Source: an optimization exercise on an open RTL-to-GDS flow (aim: small area, a short achievable clock period and few clock cycles per item). Production flows keep margins and buffers that such runs may drop. The RTL was checked by simulation tests, not by an equivalence proof against the original design.

--- design/flow/run.sh ---
#!/bin/bash
# synth_recipe.tcl (not shown) runs the flow's synth.tcl, then flattens the netlist and writes it again
# the make line also repeats each setting of config.mk as NAME=value (left out here)
make -C /OpenROAD-flow-scripts/flow DESIGN_CONFIG=/design/flow/config.mk WORK_HOME=/design/flow/orfs CLKGATE_MAP_FILE= SYNTH_SCRIPT=/design/flow/synth_recipe.tcl finish
--- design/flow/config.mk ---
export PLATFORM = sky130hd
export DESIGN_NAME = option_path_payoff_engine_top
export DESIGN_NICKNAME = option_path_payoff_engine_top
export VERILOG_FILES = /design/flow/design.v
export SDC_FILE = /design/flow/constraint.sdc
export NUM_CORES = 4
export LEC_CHECK = 0
export ABC_AREA = 1
export CAP_MARGIN = 20
export CORE_MARGIN = 2
export CORE_UTILIZATION = 35
export PLACE_DENSITY = 0.45
export SETUP_SLACK_MARGIN = 5
export SLEW_MARGIN = 20
--- design/flow/constraint.sdc ---
create_clock -name core_clock -period 13.0 [get_ports {i_clk}]
set_input_delay 2.6000 -clock core_clock [delete_from_list [all_inputs] [get_ports {i_clk}]]
set_output_delay 2.6000 -clock core_clock [all_outputs]
set_load 0.01 [all_outputs]
--- design/flow/design.v ---
package oppe_pkg;
    typedef struct packed {
        logic [31:0] price;
        logic        last_step;
        logic        clear_totals;
    } t_in_item;
    typedef struct packed {
        logic [41:0] path_payoff;
        logic [10:0] path_entries;
        logic [62:0] total_payoff;
        logic [39:0] total_entries;
    } t_out_item;
    localparam logic [2:0] CFG_KIND    = 3'd0;
    localparam logic [2:0] CFG_STYLE   = 3'd1;
    localparam logic [2:0] CFG_MODE    = 3'd2;
    localparam logic [2:0] CFG_STRIKE  = 3'd3;
    localparam logic [2:0] CFG_BARRIER = 3'd4;
    localparam logic [2:0] CFG_DISC    = 3'd5;
    localparam logic [2:0] MODE_PLAIN = 3'd0;
    localparam logic [2:0] MODE_AS_FP = 3'd1;
    localparam logic [2:0] MODE_AS_FS = 3'd2;
    localparam logic [2:0] MODE_BA_UI = 3'd3;
    localparam logic [2:0] MODE_BA_UO = 3'd4;
    localparam logic [2:0] MODE_BA_DI = 3'd5;
    localparam logic [2:0] MODE_BA_DO = 3'd6;
    localparam logic STYLE_EU = 1'b0;
    localparam logic STYLE_AM = 1'b1;
    localparam logic KIND_CALL = 1'b0;
    localparam logic KIND_PUT  = 1'b1;
    localparam logic [41:0] M42 = {42{1'b1}};
    localparam logic [62:0] M63 = {63{1'b1}};
    localparam logic [39:0] M40 = {40{1'b1}};
    localparam logic [31:0] ONE_Q131 = 32'h8000_0000;
endpackage
module oppe_divider #(
    parameter int CW  = 11,
    parameter int PW  = 1,
    parameter int NST = 4
) (
    input  logic          i_clk,
    input  logic          i_rst_n,
    input  logic          i_adv,
    input  logic          i_valid,
    input  logic [41:0]   i_num,
    input  logic [CW-1:0] i_den,
    input  logic [CW:0]   i_den3,
    input  logic [PW-1:0] i_pass,
    output logic          o_valid,
    output logic [31:0]   o_quo,
    output logic [PW-1:0] o_pass
);
    function automatic int steps(input int s);
        steps = (16 * (s + 1)) / NST - (16 * s) / NST;
    endfunction
    logic [CW-2:0] w_rem  [NST];
    logic [31:0]   w_bits [NST];
    logic [CW-1:0] w_den  [NST];
    logic [CW:0]   w_den3 [NST];
    logic [PW-1:0] w_pass [NST];
    logic          w_vld  [NST];
    logic [CW-2:0] r_rem  [1:NST];
    logic [31:0]   r_bits [1:NST];
    logic [CW-1:0] r_den  [1:NST];
    logic [CW:0]   r_den3 [1:NST];
    logic [PW-1:0] r_pass [1:NST];
    logic          r_vld  [1:NST];
    assign w_rem[0]  = i_num[32 +: CW-1];
    assign w_bits[0] = i_num[31:0];
    assign w_den[0]  = i_den;
    assign w_den3[0] = i_den3;
    assign w_pass[0] = i_pass;
    assign w_vld[0]  = i_valid;
    for (genvar s = 0; s < NST; s++) begin : g_st
        logic [CW-2:0] rem_out;
        logic [31:0]   bits_out;
        if (s > 0) begin : g_in
            assign w_rem[s]  = r_rem[s];
            assign w_bits[s] = r_bits[s];
            assign w_den[s]  = r_den[s];
            assign w_den3[s] = r_den3[s];
            assign w_pass[s] = r_pass[s];
            assign w_vld[s]  = r_vld[s];
        end
        always_comb begin
            logic [CW:0]   x;
            logic [CW+1:0] t1, t2, t3;
            rem_out  = w_rem[s];
            bits_out = w_bits[s];
            for (int i = 0; i < steps(s); i++) begin
                x  = {rem_out, bits_out[31:30]};
                t1 = {1'b0, x} - {2'b0, w_den[s]};
                t2 = {1'b0, x} - {1'b0, w_den[s], 1'b0};
                t3 = {1'b0, x} - {1'b0, w_den3[s]};
                bits_out = {bits_out[29:0], 2'b00};
                if (!t3[CW+1]) begin
                    rem_out = t3[CW-2:0]; bits_out[1:0] = 2'd3;
                end else if (!t2[CW+1]) begin
                    rem_out = t2[CW-2:0]; bits_out[1:0] = 2'd2;
                end else if (!t1[CW+1]) begin
                    rem_out = t1[CW-2:0]; bits_out[1:0] = 2'd1;
                end else begin
                    rem_out = x[CW-2:0];
                end
            end
        end
        always_ff @(posedge i_clk) begin
            if (!i_rst_n) r_vld[s+1] <= 1'b0;
            else if (i_adv) r_vld[s+1] <= w_vld[s];
        end
        always_ff @(posedge i_clk) begin
            if (i_adv) begin
                r_bits[s+1] <= bits_out;
                if (s + 1 < NST) begin
                    r_rem[s+1]  <= rem_out;
                    r_den[s+1]  <= w_den[s];
                    r_den3[s+1] <= w_den3[s];
                end
                r_pass[s+1] <= w_pass[s];
            end
        end
    end
    assign o_valid = r_vld[NST];
    assign o_quo   = r_bits[NST];
    assign o_pass  = r_pass[NST];
endmodule
module option_path_payoff_engine_top #(
    parameter int MAX_STEPS = 1024,
    parameter int DIV_ST    = 5
) (
    input  logic        i_clk,
    input  logic        i_rst_n,
    input  logic        i_in_valid,
    output logic        o_in_stall,
    input  logic [31:0] i_in_price,
    input  logic        i_in_last,
    input  logic        i_in_clear,
    output logic        o_out_valid,
    input  logic        i_out_stall,
    output logic [41:0] o_path_payoff,
    output logic [10:0] o_path_entries,
    output logic [62:0] o_total_payoff,
    output logic [39:0] o_total_entries,
    input  logic        i_cfg_we,
    input  logic [2:0]  i_cfg_index,
    input  logic [31:0] i_cfg_data
);
    localparam int CW = $clog2(MAX_STEPS + 1);
    localparam logic [CW-1:0] LIM1 = CW'(MAX_STEPS - 1);
    logic        r_kind, r_style;
    logic [2:0]  r_mode;
    logic [31:0] r_strike, r_barrier, r_sdisc;
    logic [16:0] r_dsone;
    logic [15:0] r_dstwo, r_dsneg;
    function automatic logic [48:0] booth_sel(input logic [31:0] b);
        logic [34:0] bx;
        logic [16:0] one;
        logic [15:0] two, neg;
        bx = {2'b00, b, 1'b0};
        for (int i = 0; i < 17; i++)
            one[i] = bx[2*i+1] ^ bx[2*i];
        for (int i = 0; i < 16; i++) begin
            two[i] = (bx[2*i+2] & ~bx[2*i+1] & ~bx[2*i]) | (~bx[2*i+2] & bx[2*i+1] & bx[2*i]);
            neg[i] = bx[2*i+2];
        end
        booth_sel = {one, two, neg};
    endfunction
    always_ff @(posedge i_clk) begin
        if (!i_rst_n) begin
            r_kind <= 1'b0; r_style <= oppe_pkg::STYLE_EU; r_mode <= oppe_pkg::MODE_PLAIN;
            r_strike <= '0; r_barrier <= '0; r_sdisc <= oppe_pkg::ONE_Q131;
            {r_dsone, r_dstwo, r_dsneg} <= booth_sel(oppe_pkg::ONE_Q131);
        end else if (i_cfg_we) begin
            unique case (i_cfg_index)
                oppe_pkg::CFG_KIND:    r_kind    <= i_cfg_data[0];
                oppe_pkg::CFG_STYLE:   r_style   <= i_cfg_data[0];
                oppe_pkg::CFG_MODE:    r_mode    <= i_cfg_data[2:0];
                oppe_pkg::CFG_STRIKE:  r_strike  <= i_cfg_data;
                oppe_pkg::CFG_BARRIER: r_barrier <= i_cfg_data;
                oppe_pkg::CFG_DISC: begin
                    r_sdisc  <= i_cfg_data;
                    {r_dsone, r_dstwo, r_dsneg} <= booth_sel(i_cfg_data);
                end
                default: ;
            endcase
        end
    end
    logic w_up, w_dn, w_in_mode, w_out_mode, w_as_fp, w_as_fs;
    assign w_up       = (r_mode == oppe_pkg::MODE_BA_UI) || (r_mode == oppe_pkg::MODE_BA_UO);
    assign w_dn       = (r_mode == oppe_pkg::MODE_BA_DI) || (r_mode == oppe_pkg::MODE_BA_DO);
    assign w_in_mode  = (r_mode == oppe_pkg::MODE_BA_UI) || (r_mode == oppe_pkg::MODE_BA_DI);
    assign w_out_mode = (r_mode == oppe_pkg::MODE_BA_UO) || (r_mode == oppe_pkg::MODE_BA_DO);
    assign w_as_fp    = (r_mode == oppe_pkg::MODE_AS_FP);
    assign w_as_fs    = (r_mode == oppe_pkg::MODE_AS_FS);
    logic r_ovalid;
    logic w_adv, w_take;
    assign w_adv  = !(r_ovalid && i_out_stall);
    assign w_take = i_in_valid && w_adv;
    assign o_in_stall = !w_adv;
    logic          r_first;           
    logic [CW-1:0] r_cnt;
    logic [CW:0]   r_cnt3;            
    logic [41:0]   r_sum;
    logic          r_crossed;
    logic          w_cross, w_end;
    assign w_cross = (w_up && i_in_price >= r_barrier) || (w_dn && i_in_price <= r_barrier);
    assign w_end   = i_in_last || (!r_first && r_cnt == LIM1);
    always_ff @(posedge i_clk) begin
        if (!i_rst_n) begin
            r_first <= 1'b1;
        end else if (w_take) begin
            r_first   <= w_end;
            r_cnt     <= r_first ? CW'(1) : r_cnt + CW'(1);
            r_cnt3    <= r_first ? (CW+1)'(3) : r_cnt3 + (CW+1)'(3);
            r_sum     <= (r_first ? 42'd0 : r_sum) + {10'd0, i_in_price};
            r_crossed <= (r_crossed && !r_first) || w_cross;
        end
    end
    localparam int PW = 36;
    logic          r_a_vld;
    logic [PW-1:0] r_a_pass;
    always_ff @(posedge i_clk) begin
        if (!i_rst_n) r_a_vld <= 1'b0;
        else if (w_adv) r_a_vld <= w_take;
    end
    always_ff @(posedge i_clk) begin
        if (w_take) r_a_pass <= {i_in_price, r_first, w_end, i_in_clear,
                                 (r_crossed && !r_first) || w_cross};
    end
    logic          w_d_vld;
    logic [31:0]   w_avg;
    logic [PW-1:0] w_d_pass;
    oppe_divider #(.CW(CW), .PW(PW), .NST(DIV_ST)) u_div (
        .i_clk   (i_clk),
        .i_rst_n (i_rst_n),
        .i_adv   (w_adv),
        .i_valid (r_a_vld),
        .i_num   (r_sum),
        .i_den   (r_cnt),
        .i_den3  (r_cnt3),
        .i_pass  (r_a_pass),
        .o_valid (w_d_vld),
        .o_quo   (w_avg),
        .o_pass  (w_d_pass)
    );
    logic [31:0] w_price, w_ga, w_gb;
    logic        w_pfirst;
    logic [32:0] w_gdif;
    logic [31:0] w_gain;
        logic [31:0] r_disc;
    logic        r_g_vld;
    logic [31:0] r_gain;
    logic [33:0] r_gain3;      
    logic [2:0]  r_g_flags;    
    assign w_price  = w_d_pass[35:4];
    assign w_pfirst = w_d_pass[3];
    assign w_ga   = w_as_fs ? w_avg : w_price;
    assign w_gb   = w_as_fp ? w_avg : r_strike;
    assign w_gdif = r_kind ? ({1'b0, w_gb} - {1'b0, w_ga}) : ({1'b0, w_ga} - {1'b0, w_gb});
    assign w_gain = w_gdif[32] ? 32'd0 : w_gdif[31:0];
    logic [32:0] w_dq;
    oppe_mul4s u_dmul (.a(r_disc), .one(r_dsone), .two(r_dstwo), .neg(r_dsneg), .p(w_dq));
    always_ff @(posedge i_clk) begin
        if (!i_rst_n) r_g_vld <= 1'b0;
        else if (w_adv) r_g_vld <= w_d_vld;
    end
    always_ff @(posedge i_clk) begin
        if (w_adv) begin
            r_gain    <= w_gain;
            r_gain3   <= {2'b00, w_gain} + {1'b0, w_gain, 1'b0};
            r_g_flags <= w_d_pass[2:0];
        end
        if (w_adv && w_d_vld)
            r_disc <= w_pfirst ? r_sdisc : (w_dq[32] ? 32'hFFFF_FFFF : w_dq[31:0]);
    end
    logic [32:0] w_gq;
    logic        r_m_vld;
    logic [32:0] r_dgain;
    logic [2:0]  r_m_flags;
    oppe_mul8 u_gmul (.a(r_gain), .a3(r_gain3), .b(r_disc), .p(w_gq));
    always_ff @(posedge i_clk) begin
        if (!i_rst_n) r_m_vld <= 1'b0;
        else if (w_adv) r_m_vld <= r_g_vld;
    end
    always_ff @(posedge i_clk) begin
        if (w_adv) begin
            r_dgain   <= w_gq;
            r_m_flags <= r_g_flags;
        end
    end
    logic [41:0]   r_pacc;
    logic [CW-1:0] r_fcnt;
    logic          r_clrp;
    logic [41:0]   r_opay;
    logic [10:0]   r_oent;
    logic [62:0]   r_tot;
    logic [39:0]   r_tent;
    logic          w_fend, w_fclr, w_fx, w_clr;
    logic [42:0]   w_pacc;
    logic [41:0]   w_pnew, w_val;
    logic [10:0]   w_ent;
    logic [63:0]   w_tsum;
    logic [40:0]   w_esum;
    assign w_fend = r_m_flags[2];
    assign w_fclr = r_m_flags[1];
    assign w_fx   = r_m_flags[0];
    assign w_clr  = r_clrp || w_fclr;
    assign w_pacc = {1'b0, r_pacc} + {10'd0, r_dgain};
    assign w_pnew = (r_style == oppe_pkg::STYLE_AM && (!w_in_mode || w_fx))
                  ? (w_pacc[42] ? oppe_pkg::M42 : w_pacc[41:0]) : r_pacc;
    always_comb begin
        if (r_style == oppe_pkg::STYLE_EU) begin
            if (w_in_mode)       w_val = w_fx ? 42'(r_dgain) : '0;
            else if (w_out_mode) w_val = w_fx ? '0 : 42'(r_dgain);
            else                 w_val = 42'(r_dgain);
            w_ent = 11'd1;
        end else begin
            w_val = (w_out_mode && w_fx) ? '0 : w_pnew;
            w_ent = r_fcnt + 11'd1;
        end
    end
    assign w_tsum = {1'b0, (w_clr ? 63'd0 : r_tot)} + {22'd0, w_val};
    assign w_esum = {1'b0, (w_clr ? 40'd0 : r_tent)} + {29'd0, w_ent};
    always_ff @(posedge i_clk) begin
        if (!i_rst_n) begin
            r_ovalid <= 1'b0;
            r_pacc   <= '0;
            r_fcnt   <= '0;
            r_clrp   <= 1'b0;
            r_tot    <= '0;
            r_tent   <= '0;
        end else if (w_adv) begin
            r_ovalid <= r_m_vld && w_fend;
            if (r_m_vld) begin
                if (w_fend) begin
                    r_pacc <= '0;
                    r_fcnt <= '0;
                    r_clrp <= 1'b0;
                    r_tot  <= w_tsum[63] ? oppe_pkg::M63 : w_tsum[62:0];
                    r_tent <= w_esum[40] ? oppe_pkg::M40 : w_esum[39:0];
                end else begin
                    r_pacc <= w_pnew;
                    r_fcnt <= r_fcnt + CW'(1);
                    r_clrp <= w_clr;
                end
            end
        end
    end
    always_ff @(posedge i_clk) begin
        if (w_adv && r_m_vld && w_fend) begin
            r_opay <= w_val;
            r_oent <= w_ent;
        end
    end
    assign o_out_valid     = r_ovalid;
    assign o_path_payoff   = r_opay;
    assign o_path_entries  = r_oent;
    assign o_total_payoff  = r_tot;
    assign o_total_entries = r_tent;
endmodule
module oppe_mul8 (
    input  logic [31:0] a,
    input  logic [33:0] a3,
    input  logic [31:0] b,
    output logic [32:0] p
);
    logic [63:0] row [11];
    logic [63:0] corr;
    logic [63:0] sum;
    always_comb begin
        logic [35:0] bx;
        logic [3:0]  g;
        logic        s1, s2, s3, s4, neg;
        logic [35:0] pp, m1, m2, m3, m4;
        corr = '0;
        bx = {3'b000, b, 1'b0};
        m1 = 36'(a); m2 = 36'(a) << 1; m3 = 36'(a3); m4 = 36'(a) << 2;
        for (int i = 0; i < 11; i++) begin
            g = bx[3*i +: 4];
            neg = g[3];
            s1 = (g == 4'b0001) || (g == 4'b0010) || (g == 4'b1101) || (g == 4'b1110);
            s2 = (g == 4'b0011) || (g == 4'b0100) || (g == 4'b1011) || (g == 4'b1100);
            s3 = (g == 4'b0101) || (g == 4'b0110) || (g == 4'b1001) || (g == 4'b1010);
            s4 = (g == 4'b0111) || (g == 4'b1000);
            pp = ({36{s1}} & m1) | ({36{s2}} & m2) | ({36{s3}} & m3) | ({36{s4}} & m4);
            pp = pp ^ {36{neg}};
            pp[35] = ~pp[35];
            row[i] = 64'(pp) << (3*i);
            corr = corr - (64'd1 << (35 + 3*i)) + (64'(neg) << (3*i));
        end
    end
    assign sum = row[0] + row[1] + row[2] + row[3] + row[4] + row[5] + row[6] + row[7] + row[8]
               + row[9] + row[10] + corr;
    assign p = sum[63:31];
endmodule
module oppe_mul4s (
    input  logic [31:0] a,
    input  logic [16:0] one,
    input  logic [15:0] two,
    input  logic [15:0] neg,
    output logic [32:0] p
);
    logic [63:0] row [17];
    logic [63:0] corr;
    logic [63:0] sum;
    always_comb begin
        logic [33:0] pp;
        corr = '0;
        for (int i = 0; i < 16; i++) begin
            for (int j = 0; j < 34; j++)
                pp[j] = (((j < 32) ? (one[i] & a[j]) : 1'b0)
                      | ((j >= 1 && j < 33) ? (two[i] & a[j-1]) : 1'b0)) ^ neg[i];
            pp[33] = ~pp[33];
            row[i] = 64'(pp) << (2*i);
            corr = corr - (64'd1 << (33 + 2*i)) + (64'(neg[i]) << (2*i));
        end
        row[16] = 64'(a & {32{one[16]}}) << 32;
    end
    assign sum = row[0] + row[1] + row[2] + row[3] + row[4] + row[5] + row[6] + row[7] + row[8]
               + row[9] + row[10] + row[11] + row[12] + row[13] + row[14] + row[15] + row[16]
               + corr;
    assign p = sum[63:31];
endmodule
==> reports/results.ini <==
[yosys]
synth.area.top_cells = edfxtp_1 (19%), fa_1 (13%), ha_1 (12%)
synth_edf_count = 763
synth_fp_nets = 17600
async_flop_share = 0
ys_types = 84
yosysSeqAreaShare = 0.234
synthFlopType = edfxtp_1
yosysTopAreaCellShare = 0.185
syn_area_sq_mm = 0.124
ys_seq_elements = 1062
yosysTopAreaCell = edfxtp_1
yosysMostFrequentCell = inv_1
avgSynthCellArea_sq_um = 7.94
synthCells = 15600
yosysWarnings = 18
synth_common_cells = inv_1 (2,274), nand2_1 (2,144), a21oi_1 (1,335), ha_1 (1,194), xor2_1 (1,189)

[grt]
grt_overflow = 0
grt_pass1_wl_microns = 725000
grt_start_max_net_pins = 159
grt_pass1_vias = 108000
track_usage = 0.267
antenna_found_initial = 27

[routing]
post_drt_wl_per_cell_microns = 24.2
routed.top_layer = met5
wl_met3_microns = 35100
dr.pass1.iters = 7
ant_nets = 0
dr_total_vias = 112000
drtIter0Drc = 9980
drt-met1-wl_microns = 231000
drc = 0
finalWirelength_microns = 491000
vias_per_cell = 5.49
wl_met2_microns = 210000

[final_layout]
fillers = 36700
nNetsFinal = 17600
synthToLayoutAreaGrowth_pct = 11.3
drive_above_1_share = 0.0645
fin_util = 0.391
layout.cells.non_filler = 20300

[critical_path]
path_max_fanout = 17
start_kind = register
crit_type = reg2reg
cp.required_ps = 13580
crit_arrival_ps = 8430
reg2reg_slack_ps = 5140
critPathCaptureType = register

[timing]
grt_setup_unrepaired = false
hold_viol_final = 0
fin_setup_tns_ps = 0
finalMaxSlewViolations = 0
tightestPinTransition_ps = 1220
post-route-min-period_ps = 7860
fmax_mhz = 127
finalSetupViolCount = 0
fin_crit_sh = 0.604
relSlewSlack = 0.187
clock_skew_ps = 92.0

[clock_tree]
cts_made_buffers = 141
cts.clk_slew.worst_paths_ps = 60
clock_latency_ps = 890
htree_levels = 4
tritoncts = done
numClockSinks = 1062
clockRootBuffer = clkbuf_16
cts.hold.buffers_added = 0
cts_buffer_depth = 4

[die]
dieHeight_microns = 598
initial_core_util = 0.351
die_w_microns = 598
row_count = 218
die_area_sq_mm = 0.358
core-area_sq_mm = 0.352
io_pins = 232

[placed_design]
gp_congestion = 0.944
dp_cells = 19900
port_buffers = 231
place_hpwl_microns = 371000

[flow_run]
max_cap_violations = 0

[outcome]
outcome = finished clean

[worst_hold_path]
hold_class = reg2reg

final timing paths:
check | startpoint | to | depth (start not counted)
setup / recovery | r_gain[14] | r_dgain[31] | 23
hold / removal | r_a_pass[7] | u_div.r_pass[1][7] | 0
setup reg to reg | r_gain[14] | r_dgain[31] | 23
hold reg to reg | r_a_pass[7] | u_div.r_pass[1][7] | 0
critical path, cell delays in order, from the launching register on:
cell and delay, ps:
edfxtp_1 1040, clkinv_1 980, o21ai_0 400, a21oi_1 60, o21ai_0 130, xor2_1 230, fa_1 560, fa_1 590
fa_1 430, fa_1 490, inv_1 50, fa_1 430, ha_1 320, nand2_1 150, nor2_1 270, inv_1 80
nor3_2 240, nand4_1 210, o21ai_4 280, nand3_1 110, nand2_1 230, nand2_1 160, nand3_1 100, nand2_1 50
what timing repair did:
| item | 4_1_cts | 5_1_grt |
|---|---|---|
| endpoints found under the setup margin | 110 | 151 |
| gates resized for setup | 116 | 200 |
| pin swaps | 9 | 16 |
| buffers inserted | 47 | 125 |
| cloned | 4 | 2 |
kinds of logic after synthesis:
| logic type | Yosys count | synth area share |
|---|---|---|
| AO/OA/AOI/OAI | 3854 | 0.185 |
| XOR/XNOR | 1369 | 0.0972 |
| adder cells (fa/ha/maj) | 1966 | 0.246 |
| buffers and inverters | 3072 | 0.0942 |
| flip-flops | 1062 | 0.234 |
| multiplexers | 22 | 0.00191 |
| AND/OR/NAND/NOR | 4225 | 0.142 |
per-stage QoR:
stage	worst slack (ps)	instance area, sq um	hold WS (ps)
after floorplan	5250	124000	400
after detailed placement	3380	130000	405
final	5140	138000	388
after global routing	4960	138000	410
after global placement	3550	130000	400
after CTS	4990	136000	389
final cells by class:
type                            count  area, sq um  area share
Clock buffer                      163         3660      0.0266
Inverter                         2332         9010      0.0655
Timing Repair Buffer              595         5340      0.0388
Clock inverter                     90          910     0.00661
Multi-Input combinational cell  11400        83900       0.610
Antenna cell                        7         17.5    0.000127
Tap cell                         4620         5780      0.0420
Sequential cell                  1062        28900       0.210
Timing Repair inverter              1         7.51   0.0000546
state kept, by name (all words and copies together), names as in the netlist, 12 cells and up:
signal        flops
r_a_pass         36
r_barrier        32
r_cnt3           12
r_dgain          33
r_disc           32
r_dsneg          16
r_dsone          16
r_dstwo          16
r_gain           32
r_gain3          33
r_opay           42
r_pacc           42
r_sdisc          15
r_strike         32
r_sum            42
r_tent           40
r_tot            63
u_div.r_bits    160
u_div.r_den      44
u_div.r_den3     48
u_div.r_pass    180
u_div.r_rem      40
metal layers:
layer  global-route usage  vias to the layer above
met2                0.406                     4143
met5                    0                        -
met1                0.386                    53800
met4               0.0747                       10
met3               0.0446                      824
li1                     -                    52800
layout by cell type, fill, tap and decap left out, types with 24 or more instances in the layout:
| master | synthesis | layout |
|---|---|---|
| xnor2_1 | 178 | 178 |
| o21ai_0 | 866 | 841 |
| inv_2 | 27 | 37 |
| nor3_1 | 140 | 134 |
| nor4_1 | 34 | 32 |
| a221oi_1 | 286 | 284 |
| a22o_1 | 25 | 24 |
| a31oi_1 | 86 | 85 |
| nand4_1 | 83 | 83 |
| dfxtp_1 | 299 | 290 |
| o21bai_1 | 46 | 44 |
| xor2_1 | 1189 | 1189 |
| a21o_1 | 49 | 49 |
| edfxtp_1 | 763 | 763 |
| a211oi_1 | 35 | 35 |
| clkdlybuf4s50_1 | 0 | 230 |
| clkinv_2 | 1 | 34 |
| o221ai_1 | 44 | 44 |
| o21ai_2 | 6 | 25 |
| nand2_2 | 11 | 35 |
| fa_1 | 772 | 771 |
| o21ai_1 | 42 | 44 |
| clkinv_1 | 28 | 37 |
| a21oi_2 | 23 | 26 |
| clkbuf_16 | 0 | 143 |
| nand2_1 | 2144 | 2115 |
| a21boi_0 | 28 | 24 |
| o21a_1 | 65 | 65 |
| inv_1 | 2274 | 2209 |
| o211ai_1 | 35 | 35 |
| nor2_1 | 1110 | 1086 |
| nand3_1 | 538 | 520 |
| o22ai_1 | 787 | 783 |
| buf_4 | 6 | 331 |
| nand3b_1 | 26 | 26 |
| a21oi_1 | 1335 | 1329 |
| ha_1 | 1194 | 1177 |
| clkinvlp_4 | 0 | 53 |
| or2_2 | 76 | 76 |
Testbench counts, summed over its fixed seeds: cycles 14,756, steps 13,604.

==> static timing again, ports no longer ideal <==
How much do the figures lean on ideal ports? The routed layout below was timed once more, with nothing changed but the port constraints.
Step 1 assumes that a clkbuf_16 drives the clock port and a buf_2 every other input.
Step 2 adds t to the input delays and takes it off the output delays; t is the mean of the earliest and latest rising clock arrival at the registers after step 1. Input paths then give back, and output paths get back, about the clock's delay inside the block.
Slacks: ideal ports / drivers / drivers and shift; pairs: ideal ports / drivers.
t (ns): 0.941
setup WS [ns]: 5.143 / 5.143 / 5.143
worst setup path at the end: register to register
worst data-port slew with drivers (ns): 0.27
After both steps this run still meets setup and hold. The setup slack of this run moves by 0.000 ns with the drivers and by 0.000 ns with both steps.
